From an optimization exercise on the open Yosys and OpenROAD flow, aimed at small area, a short achievable clock period and few clock cycles per item; shortcuts taken in it are not production practice. Function was not checked in any run shown here: the RTL went through the layout flow alone. No activity file was given, so power comes from the tool's default toggle rates.

==> flow/design.v <==
`timescale 1ns/1ps
module mulDivHazardUnit (
	input logic clock,
	input logic rst,
	input logic ctrlMult,
	input logic ctrlDiv,
	input logic [31:0] operandA,
	input logic [31:0] operandB,
	input logic [4:0] rdIn,
	input logic [4:0] rs1,
	input logic [4:0] rs2,
	input logic [4:0] rd,
	output logic [31:0] result,
	output logic exception,
	output logic resultRdy,
	output logic stall
);
	function automatic logic [4:0] nbits(logic [31:0] x);
		nbits = 5'd0;
		for (int i = 0; i < 31; i++) begin
			if (x[i]) nbits = 5'(i + 1);
		end
	endfunction
	logic busy;
	logic hazEn;
	logic [4:0] dest;
	logic phMul;
	logic phShift;
	logic phDiv;
	logic phFin;
	logic mulRes;
	logic zeroRes;
	logic [4:0] cnt;
	logic [4:0] nbAr;
	logic [4:0] nbBr;
	logic saR;
	logic inv;
	logic negq;
	logic ovf;
	logic sOvf;
	logic excReg;
	logic [35:0] R;
	logic [32:0] S;
	logic [31:0] Q;
	logic req;
	logic sa;
	logic sb;
	logic [31:0] absA;
	logic [31:0] absB;
	logic [31:0] magA;
	logic [31:0] magB;
	logic [31:0] maskA;
	logic swap;
	logic dNeg;
	logic aZero;
	logic bZero;
	logic divTrivial;
	logic trivial;
	assign req = ctrlMult | ctrlDiv;
	assign sa = operandA[31];
	assign sb = operandB[31];
	assign absA = sa ? -operandA : operandA;
	assign absB = sb ? -operandB : operandB;
	assign magA = operandA ^ {32{sa}};
	assign magB = operandB ^ {32{sb}};
	always_comb begin
		maskA[31] = magA[31];
		for (int i = 30; i >= 0; i--) begin
			maskA[i] = maskA[i + 1] | magA[i];
		end
	end
	assign swap = |(magB & ~maskA);
	assign dNeg = sa ? |(magB & ~{maskA[30:0], 1'b1}) : swap;
	assign aZero = operandA == 32'd0;
	assign bZero = operandB == 32'd0;
	assign divTrivial = bZero | dNeg;
	assign trivial = ctrlMult ? (aZero | bZero) : divTrivial;
	logic rBad;
	logic gy;
	logic fy;
	logic gz;
	logic fz;
	logic [35:0] x;
	logic [35:0] ySrc;
	logic [35:0] y;
	logic [35:0] z;
	logic [35:0] csaS;
	logic [35:0] csaC;
	logic [36:0] sumW;
	logic [35:0] sum;
	assign rBad = ~((R[35:31] == 5'b00000) | (R[35:31] == 5'b11111));
	assign gy = phMul ? Q[0] : 1'b1;
	assign fy = phMul ? inv : (phFin ? negq : ~R[35]);
	assign gz = phMul & Q[1];
	assign fz = phMul & inv;
	assign x = phFin ? 36'd0 : R;
	assign ySrc = phFin ? {4'b0000, Q} : {3'b000, S};
	assign y = (ySrc & {36{gy}}) ^ {36{fy}};
	assign z = ({2'b00, S, 1'b0} & {36{gz}}) ^ {36{fz}};
	assign csaS = x ^ y ^ z;
	assign csaC = {(x[34:0] & y[34:0]) | (x[34:0] & z[34:0]) | (y[34:0] & z[34:0]), fy};
	assign sumW = {csaS, fz} + {csaC, fz};
	assign sum = sumW[36:1];
	logic [5:0] dRaw;
	logic [4:0] dAmt;
	logic [4:0] shAmt;
	logic [32:0] sShl;
	assign dRaw = {1'b0, nbAr} + {5'b0, saR} - {1'b0, nbBr};
	assign dAmt = dRaw[5] ? 5'd31 : dRaw[4:0];
	assign shAmt = phMul ? 5'd2 : dAmt;
	assign sShl = S << shAmt;
	logic mulLast;
	logic done;
	assign mulLast = Q[31:2] == 30'd0;
	assign done = (phMul & mulLast) | phFin;
	always_ff @(posedge clock) begin
		if (rst) begin
			busy <= 1'b0;
			hazEn <= 1'b0;
			resultRdy <= 1'b0;
			phMul <= 1'b0;
			phShift <= 1'b0;
			phDiv <= 1'b0;
			phFin <= 1'b0;
		end else begin
			resultRdy <= 1'b0;
			if (!busy) begin
				if (req) begin
					busy <= ~trivial;
					hazEn <= ~trivial & (rdIn != 5'd0);
					resultRdy <= trivial;
					phMul <= ~trivial & ctrlMult;
					phShift <= ~trivial & ~ctrlMult;
				end
			end else begin
				if (done) begin
					busy <= 1'b0;
					hazEn <= 1'b0;
					resultRdy <= 1'b1;
					phMul <= 1'b0;
					phFin <= 1'b0;
				end
				if (phShift) begin
					phShift <= 1'b0;
					phDiv <= 1'b1;
				end
				if (phDiv && cnt == 5'd0) begin
					phDiv <= 1'b0;
					phFin <= 1'b1;
				end
			end
		end
	end
	always_ff @(posedge clock) begin
		if (!busy) begin
			dest <= rdIn;
			ovf <= 1'b0;
			sOvf <= 1'b0;
			inv <= sa ^ sb;
			negq <= sa ^ sb;
			nbAr <= nbits(magA);
			nbBr <= nbits(magB);
			saR <= sa;
			mulRes <= ctrlMult;
			zeroRes <= ~ctrlMult & divTrivial;
			excReg <= ~ctrlMult & bZero;
			if (ctrlMult) begin
				S <= {1'b0, swap ? absB : absA};
				Q <= swap ? absA : absB;
				R <= '0;
			end else begin
				S <= {1'b0, absB};
				Q <= '0;
				R <= {4'b0000, absA};
			end
		end else begin
			if (phMul) begin
				R <= sum;
				ovf <= ovf | rBad | ((Q[0] | Q[1]) & sOvf);
				excReg <= ovf | rBad | ((Q[0] | Q[1]) & sOvf);
				sOvf <= sOvf | S[32] | S[31];
				S <= sShl;
				Q <= {2'b00, Q[31:2]};
			end
			if (phShift) begin
				S <= sShl;
				cnt <= dAmt;
			end
			if (phDiv) begin
				R <= sum;
				Q <= {Q[30:0], ~sum[35]};
				S <= {1'b0, S[32:1]};
				cnt <= cnt - 5'd1;
			end
			if (phFin) begin
				R <= sum;
			end
		end
	end
	assign result = R[31:0] & {32{~zeroRes}};
	assign exception = excReg | (mulRes & rBad);
	assign stall = (busy & req) |
		(hazEn & ((rs1 == dest) | (rs2 == dest) | (rd == dest)));
endmodule
==> flow/run.sh <==
#!/bin/bash
# synth_recipe.tcl (not shown) runs the flow's synth.tcl, then flattens the netlist and writes it again
# the make line also repeats each setting of config.mk as NAME=value (left out here)
make -C /OpenROAD-flow-scripts/flow DESIGN_CONFIG=/design/flow/config.mk WORK_HOME=/design/flow/orfs CLKGATE_MAP_FILE= SYNTH_SCRIPT=/design/flow/synth_recipe.tcl finish
==> flow/config.mk <==
export PLATFORM = sky130hd
export DESIGN_NAME = mulDivHazardUnit
export DESIGN_NICKNAME = mulDivHazardUnit
export VERILOG_FILES = /design/flow/design.v
export SDC_FILE = /design/flow/constraint.sdc
export NUM_CORES = 4
export LEC_CHECK = 0
export CAP_MARGIN = 20
export CORE_MARGIN = 2
export CORE_UTILIZATION = 40
export SETUP_SLACK_MARGIN = 2.5
export SLEW_MARGIN = 20
==> flow/constraint.sdc <==
create_clock -name core_clock -period 6.0 [get_ports {clock}]
set_input_delay 1.2000 -clock core_clock [delete_from_list [all_inputs] [get_ports {clock}]]
set_output_delay 1.2000 -clock core_clock [all_outputs]
set_load 0.01 [all_outputs]
==> notes.md, run 1 <==
- Outcome: finished clean
- Mapped Cells: 2095
- Capturing element type of the critical path: register
- Final Hold Fails: 0
- Leakage: 9.26 nW
- Vias in the first global route: around 17k
- Number of distinct standard cells referenced by the synthesized netlist: slightly above 90
- Ranking of synthesized cells by instance count: sky130_fd_sc_hd__nand2_1 (205), sky130_fd_sc_hd__nor2_1 (184), sky130_fd_sc_hd__mux2i_1 (173), sky130_fd_sc_hd__edfxtp_1 (126), sky130_fd_sc_hd__o21ai_0 (120)
- Maximum number of pins on one net before global-route repair: 63
- Pre-antenna DRT Iters: 6
- Core region area: 0.0428 sq mm
- CTS tree: done
- Hold path startpoint: sOvf$_SDFFE_PN0P_
- CP Data Required Time: 6.21 ns
- Port Buf Inserts: roughly 120
- Final worst-path cycle share: between 60 and 70%
- Highest Clock Rate: 0.242 GHz
- Starting density of the core: around 40%
- Startpoint of the most critical setup path: phFin$_SDFFE_PP0P_
- Post-synthesis instance area: 0.0172 sq mm
- Routed WL per cell: 24.9 um
- Critical path launch point type: register
- Fraction of power spent switching nets: between 40% and 50%
- I/O pin count: 123
- DRC violation total after the first TritonRoute iteration: 2208
- Avg Synthesized Cell Area: 8.23 sq um
- Final layout net count: roughly 2.5k
- Portion of the post-synthesis area used by sequential elements: 23.0%
- Clock network power share: a little under a tenth
- R2R setup slack: around 1.9 ns
- Placed wire-length estimate: between 40000 and 50000 um
- Number of cell instances on the worst register-to-register path: 17
- Unrepaired setup endpoints after global routing: yes
- Most repeated cell in the gate-level netlist after synthesis: sky130_fd_sc_hd__nand2_1
- Async set-or-reset flop fraction in the synthesized netlist: 0%
- Total Negative Setup Slacks: 0 ns
- Antenna Violating Nets Remaining: 0
- Clock latency at the later pin of the worst-skew pair: 0.47 ns
- Clock tree skew after final layout: between 0.008 and 0.009 ns
- Peak ir drop on the vdd network: 0.379 mV
- Sequential share of power: between 10% and 20%
- Cell depth of the worst min-delay path: 2
- Endpoint of the lowest-slack register-to-register path: Q[0]$_DFFE_PP_
- # setup viols final: 0
- Prevailing post-synth register cell: sky130_fd_sc_hd__edfxtp_1
- Number of enable flip-flop cells after synthesis: 126
- Worst hold slack after final layout: 0.454 ns
- Leading post-synthesis cells by cell area: sky130_fd_sc_hd__edfxtp_1 (22%), sky130_fd_sc_hd__mux2i_1 (10%), sky130_fd_sc_hd__xnor2_1 (5.6%)
- Comb pwr share: between 70% and 80%
- Fraction of layout instances using a drive strength above 1: 33.8%
- Internal Dissipation: 6.93 mW
- Cell at the root of the clock tree: sky130_fd_sc_hd__clkbuf_16
- Number of max-slew violations in the final report: 0
- Number of placement rows: 76
- Total non-filler cell area in the finished layout: 0.0247 sq mm
- Die height: 212 um
- Actual transition at the worst max-transition pin: 1.03 ns
- Critical-path maximum fanout: 8
- Area growth from synthesis to final layout: 43.4%
- Total length of routed wires: 72700 um
- Post-Place Cell Area: a little under 0.02 sq mm
- Final period demand of the worst path: 4.13 ns
- Nets in the synthesized netlist: 2271
- Global-route wire length before repair: 105000 um
- Final routed DRC violation total: 0
- Area share of the largest cell type after synthesis: 21.9%
- Die ar.: 0.0448 sq mm
- N_diodes: 0
- Routed vias/inst: 6.26
- Flops & latches, synth: between 100 and 150
- Die Width: 212 um
- Area leader, netlist: sky130_fd_sc_hd__edfxtp_1
- Worst Path Arrival: 4.34 ns
- Switching power of the nets: 5.64 mW
- Via count of the routed design: 18.3k
- Antenna violations before repair: 1
- Clock buffers created by TritonCTS: 17
- Start of the worst register-to-register path: phFin$_SDFFE_PP0P_
- Maximum number of buffers from clock root to sink: 2
- Total track usage: 31.1%
- Max H-tree Level: 4
- Clock-pin slew of the registers on the worst-case setup and hold paths: about 0.07 ns
- Tightest slew margin relative to the limit: 31.6%
- Clk sink count: roughly 140
- Hold Path Sink: sOvf$_SDFFE_PN0P_
- Total number of yosys warnings: 1
- Power density of the placed cells: 508 mW/mm^2
- # Max-Cap Violations: 0
- Crit Path Category: reg -> reg
- Final weighted congestion of routability-driven global placement: 0.968
- HP Class: reg -> reg
- Grt total ovfl: 0
## what timing repair did
item                       in CTS  in global routing
hold buffers                    0                  0
setup endpoints to repair     112                103
cloned                         12                  2
buffers inserted              166                 58
gates resized for setup       549                279
pin swaps                     136                148
hold endpoints to repair        0                  0
## registers in the layout, summed over array words and instances (netlist names)
register	cells
R	36
nbAr	5
phMul	1
sOvf	1
S	33
mulRes	1
phDiv	1
zeroRes	1
Q	32
excReg	1
resultRdy	1
nbBr	5
dest	5
negq	1
saR	1
ovf	1
phShift	1
phFin	1
cnt	5
hazEn	1
busy	1
## cells by family (layout without fill, tap and decap cells)
kind of cell / after synthesis / after routing / synth area share, %
and+or+nand+nor: 695 / 697 / 19.5
AOI/OAI and AO/OA: 529 / 532 / 20.7
buffers and inverters: 232 / 501 / 5.57
muxes: 210 / 210 / 12.8
xor gates and xnor gates: 206 / 206 / 10.5
DFF: 135 / 135 / 23.0
adders and majority gates: 88 / 88 / 7.91
## worst max path at each step
stage / end / slack (ns) / cells after the start
after floorplan: S[25]$_DFFE_PP_ / 2.13 / 17
after global placement: S[30]$_DFFE_PP_ / 0.63 / 13
after detailed placement: S[25]$_DFFE_PP_ / 0.60 / 11
after CTS: Q[0]$_DFFE_PP_ / 2.00 / 17
after global routing: R[21]$_DFFE_PP_ / 1.77 / 19
final: Q[0]$_DFFE_PP_ / 1.87 / 17
## area by class of cell
cell class                 count  area [sq um]
fill                        3677         18100
multi-input combinational   1733         15200
sequential                   135          3970
timing repair buffer         397          3910
tap                          546           683
clock buffer                  19           443
inverter                      72           310
clock inverter                13           171
## power groups by stage
stage	clock [mW]	combinational (mW)	sequential (mW)
after global routing	1.18	10.3	1.76
final	1.15	9.69	1.73
after floorplan	0	5.08	1.55
after global placement	0	6.51	1.71
after detailed placement	0	6.56	1.72
after CTS	1.14	8.39	1.71
## cells in the final DEF (no fill, tap or decap), types with 14 or more instances in the layout
cell type and instances:
sky130_fd_sc_hd__nor2b_1 75, sky130_fd_sc_hd__clkbuf_16 18, sky130_fd_sc_hd__mux2i_2 20, sky130_fd_sc_hd__buf_4 188
sky130_fd_sc_hd__o21ai_1 32, sky130_fd_sc_hd__o21ai_0 75, sky130_fd_sc_hd__clkdlybuf4s50_1 47, sky130_fd_sc_hd__nor2_1 159
sky130_fd_sc_hd__xnor2_1 82, sky130_fd_sc_hd__o21ai_2 16, sky130_fd_sc_hd__o22ai_1 37, sky130_fd_sc_hd__o211ai_1 33
sky130_fd_sc_hd__nor2_2 16, sky130_fd_sc_hd__dlygate4sd2_1 26, sky130_fd_sc_hd__buf_8 16, sky130_fd_sc_hd__a31oi_1 17
sky130_fd_sc_hd__nand2b_1 22, sky130_fd_sc_hd__ha_1 21, sky130_fd_sc_hd__inv_1 54, sky130_fd_sc_hd__a21oi_2 28
sky130_fd_sc_hd__edfxtp_1 126, sky130_fd_sc_hd__nand3_1 46, sky130_fd_sc_hd__ha_4 29, sky130_fd_sc_hd__a21oi_1 59
sky130_fd_sc_hd__fa_1 31, sky130_fd_sc_hd__buf_12 22, sky130_fd_sc_hd__buf_6 53, sky130_fd_sc_hd__nand4_1 14
sky130_fd_sc_hd__nand2_1 195, sky130_fd_sc_hd__mux2i_4 43, sky130_fd_sc_hd__mux2i_1 110, sky130_fd_sc_hd__xor2_2 18
sky130_fd_sc_hd__mux2_4 24, sky130_fd_sc_hd__a21o_1 27, sky130_fd_sc_hd__xor2_1 73, sky130_fd_sc_hd__nor3_1 25
sky130_fd_sc_hd__xnor2_2 23
## layer usage
metal / vias up / part of all wire [%] / global-route usage [%]
met5: - / 0.13 / 0
met4: 2 / 5.0 / 14.3
met3: 246 / 9.2 / 5.44
met2: 1067 / 45 / 48.2
met1: 8799 / 41 / 42.2
li1: 8143 / - / -
## metrics by stage
step / setup WS, ns / util (%) / std cells / total power [mW]
finish: 1.87 / 57.8 / 2915 / 12.6
global route: 1.77 / 57.8 / 2915 / 13.2
CTS: 2.00 / 54.3 / 2855 / 11.2
floorplan: 2.13 / - / 2095 / 6.63
global placement: 0.629 / 45.0 / 2645 / 8.23
detailed placement: 0.596 / 45.0 / 2645 / 8.27
## critical path, stage by stage (launching register included)
cell and delay [ns]:
sky130_fd_sc_hd__dfxtp_4 0.39, sky130_fd_sc_hd__nor2_4 0.15, sky130_fd_sc_hd__mux2i_4 0.27, sky130_fd_sc_hd__buf_6 0.15, sky130_fd_sc_hd__buf_16 0.13, sky130_fd_sc_hd__xnor2_2 0.08, sky130_fd_sc_hd__fa_1 0.59, sky130_fd_sc_hd__ha_4 0.23
sky130_fd_sc_hd__o21ai_1 0.11, sky130_fd_sc_hd__nand2b_1 0.10, sky130_fd_sc_hd__o31a_1 0.14, sky130_fd_sc_hd__a311o_2 0.39, sky130_fd_sc_hd__a21oi_4 0.23, sky130_fd_sc_hd__o31a_1 0.29, sky130_fd_sc_hd__a31o_2 0.27, sky130_fd_sc_hd__nor2_2 0.06
sky130_fd_sc_hd__o2111ai_1 0.17, sky130_fd_sc_hd__o211ai_1 0.12
==> inputs of run 2 (changes only) <==
--- a/flow/config.mk
+++ b/flow/config.mk
@@ -8,5 +8,4 @@
 export CAP_MARGIN = 20
 export CORE_MARGIN = 2
 export CORE_UTILIZATION = 40
-export SETUP_SLACK_MARGIN = 2.5
 export SLEW_MARGIN = 20
==> notes.md, run 2 <==
- Outcome: finished clean
- Critical path launch point type: register
- # setup viols final: 0 (unchanged)
- Global-route wire length before repair: 91100 um (-14%)
- Fillers: 4205 (+14%)
- CTS tree: done
- Endpoint of the lowest-slack register-to-register path: R[29]$_DFFE_PP_
- Post-synthesis instance area: 0.0172 sq mm (unchanged)
- N_diodes: 0 (unchanged)
- Area share of the largest cell type after synthesis: 21.9% (unchanged)
- Capturing element type of the critical path: register
- Async set-or-reset flop fraction in the synthesized netlist: 0% (unchanged)
- I/O pin count: 123 (unchanged)
- Clock buffers created by TritonCTS: 17 (unchanged)
- Peak ir drop on the vdd network: 0.188 mV (-50%)
- Start of the worst register-to-register path: phFin$_SDFFE_PP0P_
- Register bank with the most flops: R
- Commonest cells after routing, fill and taps aside: sky130_fd_sc_hd__nand2_1 (205), sky130_fd_sc_hd__nor2_1 (181), sky130_fd_sc_hd__mux2i_1 (172)
- Max H-tree Level: 4 (unchanged)
- Die Width: 212 um (unchanged)
- Final layout net count: 2297 (-9.3%)
- Final weighted congestion of routability-driven global placement: 0.956 (-1.2%)
- Total Negative Setup Slacks: 0 ns (unchanged)
- Clk sink count: 135 (unchanged)
- Cell Count, Final, Fillers Out: 2680 (-8.1%)
- Clock latency at the later pin of the worst-skew pair: 0.46 ns (about the same)
- Hold Path Sink: sOvf$_SDFFE_PN0P_
- Pre-antenna DRT Iters: 6 (unchanged)
- Cell depth of the worst min-delay path: 2 (unchanged)
- Routed vias/inst: 6.08 (-3.0%)
- Antenna Violating Nets Remaining: 0 (unchanged)
- Unrepaired setup endpoints after global routing: no
- Hold path startpoint: sOvf$_SDFFE_PN0P_
- Gates resized, CTS repair: 0 (-100%)
- Tightest slew margin relative to the limit: 34.6% (+3.1 points)
- Final routed DRC violation total: 0 (unchanged)
- Number of placement rows: 76 (unchanged)
- Total track usage: 26.8% (-4.3 points)
- Clock network power share: 12.1% (+3.0 points)
- Starting density of the core: 40.3% (unchanged)
- HP Class: reg -> reg
- Top Registers: R (36), S (33), Q (32)
- R2R setup slack: 0.84 ns (-1.03 ns)
- Switching power of the nets: 4.27 mW (-24%)
- Clock-pin slew of the registers on the worst-case setup and hold paths: 0.06 ns (about the same)
- Final worst-path cycle share: 85.9% (+17 points)
- Number of placed instances with taps included: 2647 (+0.076%)
- Sequential share of power: 18.9% (+5.1 points)
- Clock tree skew after final layout: 0.0140 ns (+0.00554 ns)
- Grt total ovfl: 0 (unchanged)
- Core region area: 0.0428 sq mm (unchanged)
- Total length of routed wires: 60800 um (-16%)
- Cell at the root of the clock tree: sky130_fd_sc_hd__clkbuf_16
- Portion of the post-synthesis area used by sequential elements: 23.0% (unchanged)
- Final Hold Fails: 0 (unchanged)
- Highest Clock Rate: 0.194 GHz (-20%)
- Actual transition at the worst max-transition pin: 0.972 ns (-0.0551 ns)
- Avg Synthesized Cell Area: 8.23 sq um (unchanged)
- Port Buf Inserts: 122 (unchanged)
- Via count of the routed design: 16.3k (-11%)
- Antenna violations before repair: 0 (-1)
- Flops & latches, synth: 135 (unchanged)
- CP Data Required Time: 6.17 ns (-0.04 ns)
- Number of cell instances on the worst register-to-register path: 16 (-1)
- Prevailing post-synth register cell: sky130_fd_sc_hd__edfxtp_1
- Area growth from synthesis to final layout: 12.8%
- Placed wire-length estimate: 47500 um (-3.5%)
- Area leader, netlist: sky130_fd_sc_hd__edfxtp_1
- Fraction of power spent switching nets: 47.6% (+2.7 points)
- Leading post-synthesis cells by cell area: sky130_fd_sc_hd__edfxtp_1 (22%), sky130_fd_sc_hd__mux2i_1 (10%), sky130_fd_sc_hd__xnor2_1 (5.6%)
- Maximum number of buffers from clock root to sink: 2 (unchanged)
- Internal Dissipation: 4.71 mW (-32%)
- Crit Path Category: reg -> reg
- Critical-path maximum fanout: 33 (+25)
- Hold buffer count at CTS: 0 (unchanged)
- Comb pwr share: 69.1% (-8.0 points)
- Number of distinct standard cells referenced by the synthesized netlist: 92 (unchanged)
- Most common cell after layout, fill and taps aside: sky130_fd_sc_hd__nand2_1
- Die ar.: 0.0448 sq mm (unchanged)
- Final period demand of the worst path: 5.16 ns (+1.03 ns)
- Die height: 212 um (unchanged)
- Most repeated cell in the gate-level netlist after synthesis: sky130_fd_sc_hd__nand2_1
- Power density of the placed cells: 461 mW/mm^2 (-9.2%)
- DRC violation total after the first TritonRoute iteration: 1665 (-25%)
- Flip-flop count of the largest register after layout: 36 (unchanged)
- Vias in the first global route: 15.1k (-12%)
- Leakage: 7.23 nW (-22%)
- Fraction of layout instances using a drive strength above 1: 7.40% (-26 points)
- Maximum number of pins on one net before global-route repair: 59 (-6.3%)
- Number of buffers inserted to repair setup after CTS: 0 (-100%)
- Worst Path Arrival: 5.33 ns (+0.99 ns)
- Routed WL per cell: 22.7 um (-9.0%)
- # Max-Cap Violations: 0 (unchanged)
- Total number of yosys warnings: 1 (unchanged)
- Number of enable flip-flop cells after synthesis: 126 (unchanged)
- Number of max-slew violations in the final report: 0 (unchanged)
- Mapped Cells: 2095 (unchanged)
- Ranking of synthesized cells by instance count: sky130_fd_sc_hd__nand2_1 (205), sky130_fd_sc_hd__nor2_1 (184), sky130_fd_sc_hd__mux2i_1 (173), sky130_fd_sc_hd__edfxtp_1 (126), sky130_fd_sc_hd__o21ai_0 (120)
- Nets in the synthesized netlist: 2271 (unchanged)
run 2: cell counts after synthesis:
No cell type changed its count.
run 2: area by class of cell:
class                      count  area, sq um  area share, %
sequential                   135         3970           20.4
tap                          546          683           3.51
clock buffer                  23          543           2.79
timing repair buffer         167         1560           8.01
inverter                      72          270           1.39
multi-input combinational   1728        12400           63.6
clock inverter                 9         57.6          0.296
run 2: kinds of logic (layout without fill, tap and decap cells):
group,after synthesis,in the layout,share of synthesized area [%]
and+or+nand+nor,695,695,19.5
AOI/OAI and AO/OA,529,529,20.7
buffers and inverters,232,271,5.57
DFF,135,135,23.0
muxes,210,210,12.8
xor gates and xnor gates,206,206,10.5
adders and majority gates,88,88,7.91
run 2: routing by layer:
metal	GRT usage, %	vias to the layer above	wire length, um
met4	9.20	0	1790
met5	0	-	0
met2	41.5	694	27000
met3	3.14	89	4080
li1	-	7668	-
met1	38.4	7834	28000
run 2: worst max path at each step:
stage | start | depth (start not counted) | to | slack [ns]
floorplan | negq$_DFFE_PN_ | 16 | R[29]$_DFFE_PP_ | 1.43
detailed placement | operandA[0] | 13 | S[30]$_DFFE_PP_ | 0.51
CTS | phFin$_SDFFE_PP0P_ | 16 | Q[0]$_DFFE_PP_ | 0.89
global placement | operandA[0] | 13 | S[30]$_DFFE_PP_ | 0.61
global route | phFin$_SDFFE_PP0P_ | 17 | R[24]$_DFFE_PP_ | 0.57
finish | phFin$_SDFFE_PP0P_ | 16 | R[29]$_DFFE_PP_ | 0.84
run 2: critical path, cell delays in order, from the launching register on:
cell,delay (ns)
sky130_fd_sc_hd__dfxtp_4,0.48
sky130_fd_sc_hd__nor2_1,0.37
sky130_fd_sc_hd__mux2i_4,0.31
sky130_fd_sc_hd__buf_4,0.47
sky130_fd_sc_hd__xnor2_1,0.21
sky130_fd_sc_hd__fa_1,0.45
sky130_fd_sc_hd__ha_1,0.34
sky130_fd_sc_hd__o21ai_0,0.18
sky130_fd_sc_hd__nand2b_1,0.08
sky130_fd_sc_hd__o31a_1,0.14
sky130_fd_sc_hd__a311o_1,0.44
sky130_fd_sc_hd__a21oi_1,0.44
sky130_fd_sc_hd__o31a_1,0.36
sky130_fd_sc_hd__nand2_1,0.12
sky130_fd_sc_hd__and3_1,0.20
sky130_fd_sc_hd__nor3b_1,0.18
sky130_fd_sc_hd__o22ai_1,0.09
run 2: power groups by stage:
| stage | clock (mW) | combinational (mW) | sequential, mW |
|---|---|---|---|
| after floorplan | 0 | 4.55 | 1.55 |
| after global placement | 0 | 6.01 | 1.70 |
| after detailed placement | 0 | 6.05 | 1.71 |
| after CTS | 1.09 | 6.09 | 1.69 |
| after global routing | 1.12 | 6.77 | 1.72 |
| final | 1.08 | 6.21 | 1.69 |
run 2: per-stage QoR:
step / utilization [%] / hold slack (ns) / power [mW] / worst slack (ns) / cell area, sq um
after global routing: 45.5 / 0.474 / 9.62 / 0.566 / 19500
after CTS: 45.4 / 0.458 / 8.87 / 0.895 / 19400
final: 45.5 / 0.459 / 8.98 / 0.844 / 19500
after global placement: 44.0 / 0.442 / 7.72 / 0.613 / 18800
after detailed placement: 44.0 / 0.450 / 7.76 / 0.514 / 18800
after floorplan: - / 0.432 / 6.10 / 1.43 / 17200
==> inputs of run 3 (changes only) <==
--- a/flow/config.mk
+++ b/flow/config.mk
@@ -5,6 +5,7 @@
 export SDC_FILE = /design/flow/constraint.sdc
 export NUM_CORES = 4
 export LEC_CHECK = 0
+export ABC_AREA = 1
 export CAP_MARGIN = 20
 export CORE_MARGIN = 2
 export CORE_UTILIZATION = 40
==> notes.md, run 3 <==
- Outcome: finished clean
- Unrepaired setup endpoints after global routing: no
- Highest Clock Rate: 0.197 GHz (+1.7%)
- Die height: 204 um (-3.8%)
- Cell at the root of the clock tree: sky130_fd_sc_hd__clkbuf_16
- Die ar.: 0.0414 sq mm (-7.5%)
- Total Negative Setup Slacks: 0 ns (unchanged)
- Global-route wire length before repair: 92000 um (+0.97%)
- CP Data Required Time: 6.13 ns (-0.04 ns)
- Most repeated cell in the gate-level netlist after synthesis: sky130_fd_sc_hd__nand2_1
- Total non-filler cell area in the finished layout: 0.0182 sq mm (-6.3%)
- Post-synthesis instance area: 0.0159 sq mm (-7.7%)
- Number of max-slew violations in the final report: 0 (unchanged)
- Prevailing post-synth register cell: sky130_fd_sc_hd__edfxtp_1
- Async set-or-reset flop fraction in the synthesized netlist: 0% (unchanged)
- Start of the worst register-to-register path: phFin$_SDFFE_PP0P_
- Area leader, netlist: sky130_fd_sc_hd__edfxtp_1
- HP Class: reg -> reg
- Fraction of layout instances using a drive strength above 1: 5.15% (-2.3 points)
- Count of buffer and inverter cells on the critical path: 1 (unchanged)
- Starting density of the core: 40.3% (-0.050 points)
- Clock-pin slew of the registers on the worst-case setup and hold paths: 0.07 ns (about the same)
- Tightest slew margin relative to the limit: 30.4% (-4.2 points)
- Clock latency at the later pin of the worst-skew pair: 0.48 ns (+0.02 ns)
- Number of buffers inserted to repair setup after CTS: 0 (unchanged)
- Critical path launch point type: register
- Flops & latches, synth: 135 (unchanged)
- Routed vias/inst: 5.50 (-9.5%)
- Worst hold slack after final layout: 0.458 ns (-0.00151 ns)
- Routed WL per cell: 20.1 um (-12%)
- Number of distinct standard cells referenced by the synthesized netlist: 65 (-29%)
- Worst Path Arrival: 5.20 ns (-0.13 ns)
- Leakage: 7.87 nW (+8.8%)
- R2R setup slack: 0.93 ns (+0.09 ns)
- Placed wire-length estimate: 48500 um (+2.2%)
- Core region area: 0.0395 sq mm (-7.6%)
- Grt total ovfl: 0 (unchanged)
- Final weighted congestion of routability-driven global placement: 0.973 (+1.7%)
- Fillers: 4147 (-1.4%)
- Port Buf Inserts: 122 (unchanged)
- Critical-path maximum fanout: 6 (-82%)
- Pre-antenna DRT Iters: 5 (-1)
- Ranking of synthesized cells by instance count: sky130_fd_sc_hd__nand2_1 (635), sky130_fd_sc_hd__inv_1 (281), sky130_fd_sc_hd__nor2_1 (264), sky130_fd_sc_hd__o21ai_0 (217), sky130_fd_sc_hd__edfxtp_1 (126)
- Die Width: 204 um (-3.8%)
- Maximum number of buffers from clock root to sink: 2 (unchanged)
- Leading post-synthesis cells by cell area: sky130_fd_sc_hd__edfxtp_1 (24%), sky130_fd_sc_hd__nand2_1 (15%), sky130_fd_sc_hd__o21ai_0 (6.8%)
- Crit-path most repeated cell: sky130_fd_sc_hd__o21ai_0
- Endpoint of the lowest-slack register-to-register path: R[30]$_DFFE_PP_
- Worst slack, placed: 0.984 ns (+0.470 ns)
- Max stage delay on crit path: 0.46 ns (-0.02 ns)
- Stages on the worst setup path: 17 (+1)
- Via count of the routed design: 16.4k (+1.0%)
- Critical path, cell by cell: nor2_1 -> nand2_1 -> o21ai_2 -> xor2_1 -> fa_1 -> ha_1 -> a21o_1 -> a31oi_1 -> inv_1 -> a21oi_1 -> o21ai_0 -> a21oi_1 -> o21ai_0 -> nand3_1 -> nand3b_1 -> o21ai_0 -> o21ai_0
- Mapped Cells: 2380 (+14%)
- Number of cell instances on the worst register-to-register path: 17 (+1)
- Area growth from synthesis to final layout: 14.6%
- Total number of yosys warnings: 1 (unchanged)
- Final layout net count: 2630 (+14%)
- CP top delay family: compound AO/OA/AOI/OAI gates
- N_diodes: 0 (unchanged)
- Hold path startpoint: ovf$_SDFFE_PN0P_
- Final Hold Fails: 0 (unchanged)
- CTS tree: done
- Power density of the placed cells: 477 mW/mm^2 (+3.4%)
- Number of placement rows: 73 (-3.9%)
- I/O pin count: 123 (unchanged)
- Peak ir drop on the vdd network: 0.224 mV (+19%)
- Final worst-path cycle share: 84.5% (-1.4 points)
- Avg Synthesized Cell Area: 6.69 sq um (-19%)
- Clk sink count: 135 (unchanged)
- Hold buffer count at CTS: 0 (unchanged)
- Maximum number of pins on one net before global-route repair: 100 (+69%)
- Portion of the post-synthesis area used by sequential elements: 24.9% (+1.9 points)
- Max H-tree Level: 4 (unchanged)
- Endpoint of the worst setup timing path: R[30]$_DFFE_PP_
- Worst Setup Slack, final: 0.929 ns (+0.0856 ns)
- Actual transition at the worst max-transition pin: 1.04 ns (+0.0655 ns)
- Post-Place Cell Area: 0.0176 sq mm (-6.6%)
- Antenna Violating Nets Remaining: 0 (unchanged)
- Clock buffers created by TritonCTS: 17 (unchanged)
- Critical-path cell with the highest stage delay: sky130_fd_sc_hd__fa_1
- Area share of the largest cell type after synthesis: 23.8% (+1.8 points)
- Nets in the synthesized netlist: 2556 (+13%)
- # Max-Cap Violations: 0 (unchanged)
- Startpoint of the most critical setup path: phFin$_SDFFE_PP0P_
- Top Registers: R (36), S (33), Q (32)
- # setup viols final: 0 (unchanged)
- Capturing element type of the critical path: register
- Gates resized, CTS repair: 0 (unchanged)
- Register bank with the most flops: R
- Crit Path Category: reg -> reg
- Most common cell after layout, fill and taps aside: sky130_fd_sc_hd__nand2_1
- Vias in the first global route: 15.8k (+4.4%)
- Total length of routed wires: 60100 um (-1.2%)
- Final period demand of the worst path: 5.07 ns (-0.0856 ns)
- Total track usage: 29.3% (+2.6 points)
- Flip-flop count of the largest register after layout: 36 (unchanged)
- Antenna violations before repair: 0 (unchanged)
- Number of enable flip-flop cells after synthesis: 126 (unchanged)
- Clock tree skew after final layout: 0.0230 ns (+0.00901 ns)
- Commonest cells after routing, fill and taps aside: sky130_fd_sc_hd__nand2_1 (635), sky130_fd_sc_hd__inv_1 (279), sky130_fd_sc_hd__nor2_1 (262)
- DRC violation total after the first TritonRoute iteration: 1636 (-1.7%)
- Final routed DRC violation total: 0 (unchanged)
run 3: power breakdown:
group | total (mW) | switching, mW | internal (mW) | leakage, nW
clock network | 1.21 | 0.497 | 0.710 | 0.305
logic | 5.94 | 3.87 | 2.08 | 6.20
registers | 1.55 | 0.146 | 1.41 | 1.36
total | 8.70 | 4.51 | 4.19 | 7.87
run 3: final cells by class:
| cell class | count | area, sq um | share of cell area, % |
|---|---|---|---|
| clock buffer | 18 | 429 | 2.35 |
| clock inverter | 14 | 214 | 1.17 |
| inverter | 295 | 1110 | 6.08 |
| multi-input combinational | 1844 | 10400 | 56.7 |
| sequential | 135 | 3970 | 21.7 |
| tap | 525 | 657 | 3.60 |
| timing repair buffer | 161 | 1520 | 8.31 |
run 3: worst min-delay path, delay by kind of cell, from the launching register on:
family	cells	cell delay, ns
AO/OA/AOI/OAI	1	0.06
flip-flops	1	0.30
buffers and inverters	1	0.06
run 3: cells by family (layout without fill, tap and decap cells):
family | after synthesis | count (layout) | share of synthesized area, %
AOI/OAI and AO/OA | 505 | 505 | 19.0
xor gates and xnor gates | 158 | 158 | 8.88
adders and majority gates | 88 | 88 | 8.57
buffers and inverters | 401 | 488 | 10.1
DFF | 135 | 135 | 24.9
muxes | 6 | 6 | 0.377
and+or+nand+nor | 1087 | 1087 | 28.1
run 3: worst min path at each step:
stage                              endpoint  depth (start not counted)
final                      ovf$_SDFFE_PN0P_                          2
after global routing       ovf$_SDFFE_PN0P_                          2
after CTS                  ovf$_SDFFE_PN0P_                          2
after detailed placement   ovf$_SDFFE_PN0P_                          2
after global placement     ovf$_SDFFE_PN0P_                          2
after floorplan           sOvf$_SDFFE_PN0P_                          2
run 3: metrics by stage:
step / util (%) / power, mW / cells
global placement: 44.5 / 7.35 / 2960
finish: 46.1 / 8.70 / 2992
floorplan: - / 5.69 / 2380
global route: 46.1 / 9.47 / 2992
detailed placement: 44.5 / 7.36 / 2960
CTS: 46.1 / 8.60 / 2992
run 3: layer usage:
metal  GRT usage (%)  wire length [um]
met1            40.5             26700
met2            46.5             26900
met3            4.31              4510
met4            10.7              1930
met5               0                 0

-- separate check: timing with driven ports --
Ports are ideal in the flow. The routed layouts listed here were re-timed in OpenROAD. Step 1, drivers: a clkbuf_16 drives clock and a buf_2 each remaining input, both assumed. Step 2, shift: input delay + t, output delay - t, t = (earliest + latest rising clock arrival at the registers) / 2. This alone moves slack from input paths to output paths. a / b / c = no drivers / after step 1 / after step 2; a / b = the first two.
| run | t, ns | setup WS [ns] | worst slew at a driven data input, ns |
|---|---|---|---|
| run 1 | 0.518 | 1.873 / 1.873 / 1.734 | 0.15 |
| run 2 | 0.510 | 0.844 / 0.844 / 0.432 | 0.06 |
| run 3 | 0.522 | 0.929 / 0.929 / 0.929 | 0.05 |
After both steps setup and hold are still met in every run listed. The setup slack of run 2, which loses most, moves by 0.000 ns with the drivers and by -0.412 ns with both steps.
